Background: an optimization exercise with open tools, aiming at small area, a short achievable clock period and few clock cycles per item. Do not read the settings as production practice.
Function was checked by simulation only, so behaviour that the tests miss may differ from the original.
Power and IR drop assume default switching activity.

## flow/constraint.sdc

```tcl
create_clock -name core_clock -period 6.0 [get_ports {clk}]
set_input_delay 1.2000 -clock core_clock [delete_from_list [all_inputs] [get_ports {clk}]]
set_output_delay 1.2000 -clock core_clock [all_outputs]
set_load 0.01 [all_outputs]
```

## flow/design.v

```verilog
module muldiv_unit #(
    parameter int XLEN  = 64,
    parameter int CNT_W = 7
) (
    input  logic            clk,
    input  logic            reset,
    input  logic            start,
    input  logic [2:0]      funct3,
    input  logic [XLEN-1:0] op_a,
    input  logic [XLEN-1:0] op_b,
    input  logic            kill,
    output logic            busy,
    output logic            done,
    output logic [XLEN-1:0] result
);
    typedef enum logic [1:0] {IDLE, RUN, FIN, DONE} state_t;
    localparam logic [XLEN-1:0] MOST_NEG = {1'b1, {(XLEN-1){1'b0}}};
    state_t            state, state_nx;
    logic [CNT_W-1:0]  cnt;
    logic [2:0]        fn;
    logic [2*XLEN-1:0] acc;
    logic [XLEN-1:0]   opnd;
    logic              neg_q, neg_r;
    logic              accept, a_sgn, b_sgn, a_neg, b_neg, div_zero, div_ovf, special;
    logic [XLEN-1:0]   mag_a, mag_b, special_res;
    always_comb begin
        accept      = (state == IDLE) && start && !kill;
        a_sgn       = (funct3 == 3'b001) || (funct3 == 3'b010) ||
                      (funct3 == 3'b100) || (funct3 == 3'b110);
        b_sgn       = (funct3 == 3'b001) || (funct3 == 3'b100) || (funct3 == 3'b110);
        a_neg       = a_sgn && op_a[XLEN-1];
        b_neg       = b_sgn && op_b[XLEN-1];
        mag_a       = a_neg ? -op_a : op_a;
        mag_b       = b_neg ? -op_b : op_b;
        div_zero    = funct3[2] && (op_b == '0);
        div_ovf     = funct3[2] && !funct3[0] && (op_a == MOST_NEG) && (op_b == '1);
        special     = div_zero || div_ovf;
        special_res = '0;
        if (div_zero)
            special_res = funct3[1] ? op_a : '1;
        else if (!funct3[1])
            special_res = MOST_NEG;
    end
    logic [XLEN:0]     mul_sum, div_shift, div_diff;
    logic [2*XLEN-1:0] acc_step, prod_fix;
    logic [XLEN-1:0]   q_fix, r_fix, fin_res;
    always_comb begin
        mul_sum   = {1'b0, acc[2*XLEN-1:XLEN]} + {1'b0, {XLEN{acc[0]}} & opnd};
        div_shift = acc[2*XLEN-1:XLEN-1];
        div_diff  = div_shift - {1'b0, opnd};
        if (!fn[2])
            acc_step = {mul_sum, acc[XLEN-1:1]};
        else if (div_diff[XLEN])
            acc_step = {div_shift[XLEN-1:0], acc[XLEN-2:0], 1'b0};
        else
            acc_step = {div_diff[XLEN-1:0], acc[XLEN-2:0], 1'b1};
        prod_fix = neg_q ? -acc : acc;
        q_fix    = neg_q ? -acc[XLEN-1:0] : acc[XLEN-1:0];
        r_fix    = neg_r ? -acc[2*XLEN-1:XLEN] : acc[2*XLEN-1:XLEN];
        case (fn)
            3'b000:                 fin_res = prod_fix[XLEN-1:0];
            3'b001, 3'b010, 3'b011: fin_res = prod_fix[2*XLEN-1:XLEN];
            3'b100, 3'b101:         fin_res = q_fix;
            default:                fin_res = r_fix;
        endcase
    end
    always_ff @(posedge clk or negedge reset) begin
        if (!reset)
            state <= IDLE;
        else
            state <= state_nx;
    end
    always_comb begin
        state_nx = state;
        busy     = (state != IDLE);
        done     = (state == DONE);
        case (state)
            IDLE:    if (accept) state_nx = special ? DONE : RUN;
            RUN:     if (cnt == CNT_W'(XLEN-1)) state_nx = FIN;
            FIN:     state_nx = DONE;
            default: state_nx = IDLE;
        endcase
        if (kill && (state != IDLE))
            state_nx = IDLE;
    end
    always_ff @(posedge clk or negedge reset) begin
        if (!reset) begin
            cnt    <= '0;
            fn     <= '0;
            acc    <= '0;
            opnd   <= '0;
            neg_q  <= 1'b0;
            neg_r  <= 1'b0;
            result <= '0;
        end else begin
            if (accept) begin
                fn    <= funct3;
                cnt   <= '0;
                neg_q <= a_neg ^ b_neg;
                neg_r <= a_neg;
                if (funct3[2]) begin
                    acc  <= {{XLEN{1'b0}}, mag_a};
                    opnd <= mag_b;
                end else begin
                    acc  <= {{XLEN{1'b0}}, mag_b};
                    opnd <= mag_a;
                end
                if (special)
                    result <= special_res;
            end else if (state == RUN) begin
                acc <= acc_step;
                cnt <= cnt + 1'b1;
            end
            if ((state == FIN) && !kill)
                result <= fin_res;
        end
    end
endmodule
```

## flow/config.mk

```make
export PLATFORM = sky130hd
export DESIGN_NAME = muldiv_unit
export DESIGN_NICKNAME = muldiv_unit
export VERILOG_FILES = /design/flow/design.v
export SDC_FILE = /design/flow/constraint.sdc
export NUM_CORES = 4
export LEC_CHECK = 0
export CAP_MARGIN = 20
export CORE_MARGIN = 2
export CORE_UTILIZATION = 40
export SLEW_MARGIN = 20
```

## flow/run.sh

```bash
#!/bin/bash
# synth_recipe.tcl (not shown) runs the flow's synth.tcl, then flattens the netlist and writes it again
# the make line also repeats each setting of config.mk as NAME=value (left out here)
make -C /OpenROAD-flow-scripts/flow DESIGN_CONFIG=/design/flow/config.mk WORK_HOME=/design/flow/orfs CLKGATE_MAP_FILE= SYNTH_SCRIPT=/design/flow/synth_recipe.tcl finish
```

==> out/results.txt <==
Max Cap Viol = 0
Cell variety after synth = 91
area grow syn2layout = 13.0%
clk root buf = clkbuf_16
initial antenna violation count = 3
Fin. Hold Viols = 0
CP endpoint = acc[124]$_DFFE_PN0P_
post-DP HPWL = 104000 um
FF+latch area = 6760 sq um
Setup CP Type = reg2reg
post-route design area = 34000 sq um
Site Rows = 100
number of enable flip-flop cells after synthesis = 0
clock buffer depth = 3
Mapped Avg Cell Area = 7.16 sq um
fraction of layout cells with a size suffix above 1 = 4.67%
post-DR wirelength/cell = 25.4 um
Max Freq = 0.202 GHz
Post-synth top flop = dfrtp_1
Placement Cell Area = 32800 sq um
setup repair bufs after CTS = 0
status = no timing/DRC/antenna violations
DR vias = 33000
Core Region = 74400 sq um
Placement Setup Slack = 0.658 ns
vias in the first global route = 30000
Post-synth ARST share = 100%
Antenna Nets Post-Route = 0
Buffers on Ports = 200
HP Class = reg2reg
hold path startpoint = opnd[15]$_DFFE_PN0P_
cell total after placement = 5143
Max-slew headroom = 25.0%
crit path max fanout = 30
Remaining DRCs = 0
final worst-path cycle share = 82.4%
RSZ-0062 raised after global routing = no
Clock Latency Late Sink = 0.58 ns
CTS buffer count = 35
Final #Nets = 4486
H-tree Lvls = 2
worst path required time = 6.43 ns
Multi-input gate area = 21700 sq um
Worst R2R Setup Slack = 1.06 ns
vias per cell = 6.34
first-pass iteration count of the detailed router = 6
clk_skew = 0.0286 ns
worst flop-to-flop path endpoint = acc[124]$_DFFE_PN0P_
sequential-to-total area share from yosys stat = 22.5%
Leak = 13.2 nW
total routed wirelength = 132000 um
Max Slew Vio Count = 0
reg2reg path depth = 15
Fill cells = 7691
first-pass GRT wire length = 195000 um
Final Wtd Congestion = 1.01
mapped cell area = 30100 sq um
minimum clock period = 4.94 ns
Final Util = 45.6%
most frequent cells in the layout = nand2_1, o21ai_0, nor2_1, a21oi_1, dfrtp_1
r2r startpoint = acc[0]$_DFFE_PN0P_
syn_nets = 4472
Ys Warns = 1
setup_tns = 0 ns
PostCTS Resize Cnt = 0
die area = 77300 sq um
Max VDD drop = 0.396 mV
critical path launch point = acc[0]$_DFFE_PN0P_
Tot Pwr = 20.4 mW
critical path data arrival time = 5.37 ns
hold_ws = 0.484 ns
commonest non-fill, non-tap cell in the layout = nand2_1
Critical Path End Type = flip-flop
Initial Util = 40.4%
DR iter-0 viols = 4063
total track usage = 33.1%
largest net degree at the start of global routing = 110
Boundary Pins = 201
TritonCTS clock tree = built
final setup violation count = 0
synthesized instance count = 4197
Tightest Pin Transition = 1.11 ns
fin cells = 5208
Die X = 278 um
Num Clock Sinks = 270
post-cts hold buffer count = 0
Yosys reg bits = 270
worst setup margin = 1.06 ns
gr ovfl total = 0
startpoint types = flip-flop
Pwr Density = 600 nW/um^2
chip height = 278 um
Clock Pin Slew Worst Setup and Hold Paths = 0.06 ns
power by group:
group	switching, mW	total [mW]	internal [mW]
Sequential	1.62	4.30	2.68
Clock	0.932	2.18	1.25
Combinational	8.57	13.9	5.33
critical path: stages (launching register included):
cell      delay (ns)
dfrtp_1         0.49
inv_2           0.48
buf_4           0.39
nor2_1          0.09
ha_1            0.41
nand2_1         0.08
nor4_1          0.27
buf_4           0.21
or3b_2          0.44
a311o_1         0.41
nor4bb_1        0.19
or2_2           0.34
nand4_1         0.16
a311oi_1        0.24
o31ai_1         0.43
a32oi_1         0.12
sequential cells by signal, indices dropped and copies added, names as in the netlist:
name,cells
neg_q,1
neg_r,1
opnd,64
result,64
fn,3
acc,128
cnt,7
state,2
cell families after synthesis:
group / after synthesis / synth area share [%]
compound gates: 1432 / 29.1
simple gates: 1423 / 22.2
buf+inv: 437 / 5.53
xor+xnor: 402 / 11.7
flops: 270 / 22.5
fa+ha+maj: 140 / 5.88
mux: 93 / 3.11
worst min path at each step:
stage / slack (ns) / cells past startpoint / endpoint
3_3_place_gp: 0.46 / 2 / opnd[15]$_DFFE_PN0P_
3_5_place_dp: 0.47 / 2 / opnd[37]$_DFFE_PN0P_
5_1_grt: 0.51 / 2 / opnd[15]$_DFFE_PN0P_
2_1_floorplan: 0.45 / 2 / opnd[10]$_DFFE_PN0P_
4_1_cts: 0.49 / 2 / opnd[37]$_DFFE_PN0P_
6_report: 0.48 / 2 / opnd[15]$_DFFE_PN0P_
final cells by class:
class,instances,share of cell area [%]
diodes,1,0.00737
clock buffers,50,2.93
clock inverters,14,0.416
inverters,132,1.46
multi-input cells,3490,63.9
flip-flops and latches,270,19.9
well taps,969,3.57
repair buffers,282,7.79
synth_stat cells (90+ instances only):
cell        n  share of area, %
xor2_1    212               6.2
nor2_1    364               4.5
o211ai_1  128               3.2
nand4_1    90               1.9
inv_1     128               1.6
ha_1      138               5.7
o21ai_0   480               8.0
dfrtp_1   270                22
clkbuf_1  256               3.2
xnor2_1   190               5.5
a21oi_1   361               6.0
nand2_1   534               6.7
metal layers:
layer | share of wire, % | vias to the layer above | GRT usage (%)
met5 | 0.0053 | - | 0
met4 | 4.9 | 2 | 14.6
met3 | 8.6 | 239 | 5.04
met2 | 44 | 1603 | 51.3
met1 | 43 | 15900 | 45.5
li1 | - | 15300 | -
Testbench counts, summed over its fixed seeds: cycles 106,615, ops 1,600.

[port drivers added, routing unchanged]
The results above use ideal ports. As a check the final layout listed here was re-extracted and re-timed, cells and wires unchanged.
Step 1: set_driving_cell puts a clkbuf_16 on clk and a buf_2 on each other input, an assumption about the parent block.
Step 2 also shifts input and output timing later by t, the mid clock arrival at the registers, as if the neighbouring blocks saw the same clock.
Three values: ideal ports, drivers, drivers and shift; two values: the first two.
shift t [ns]: 0.637
setup WS [ns]: 1.057 / 1.057 / 0.525
hold slack, ns: 0.484 / 0.484 / 0.484
clock arrival spread, ns: 0.029 / 0.029
slew at the worst register clock pin (ns): 0.07 / 0.07
After both steps setup and hold are still met in this run. For this run, drivers alone change the setup slack by 0.000 ns; drivers and shift together by -0.532 ns.
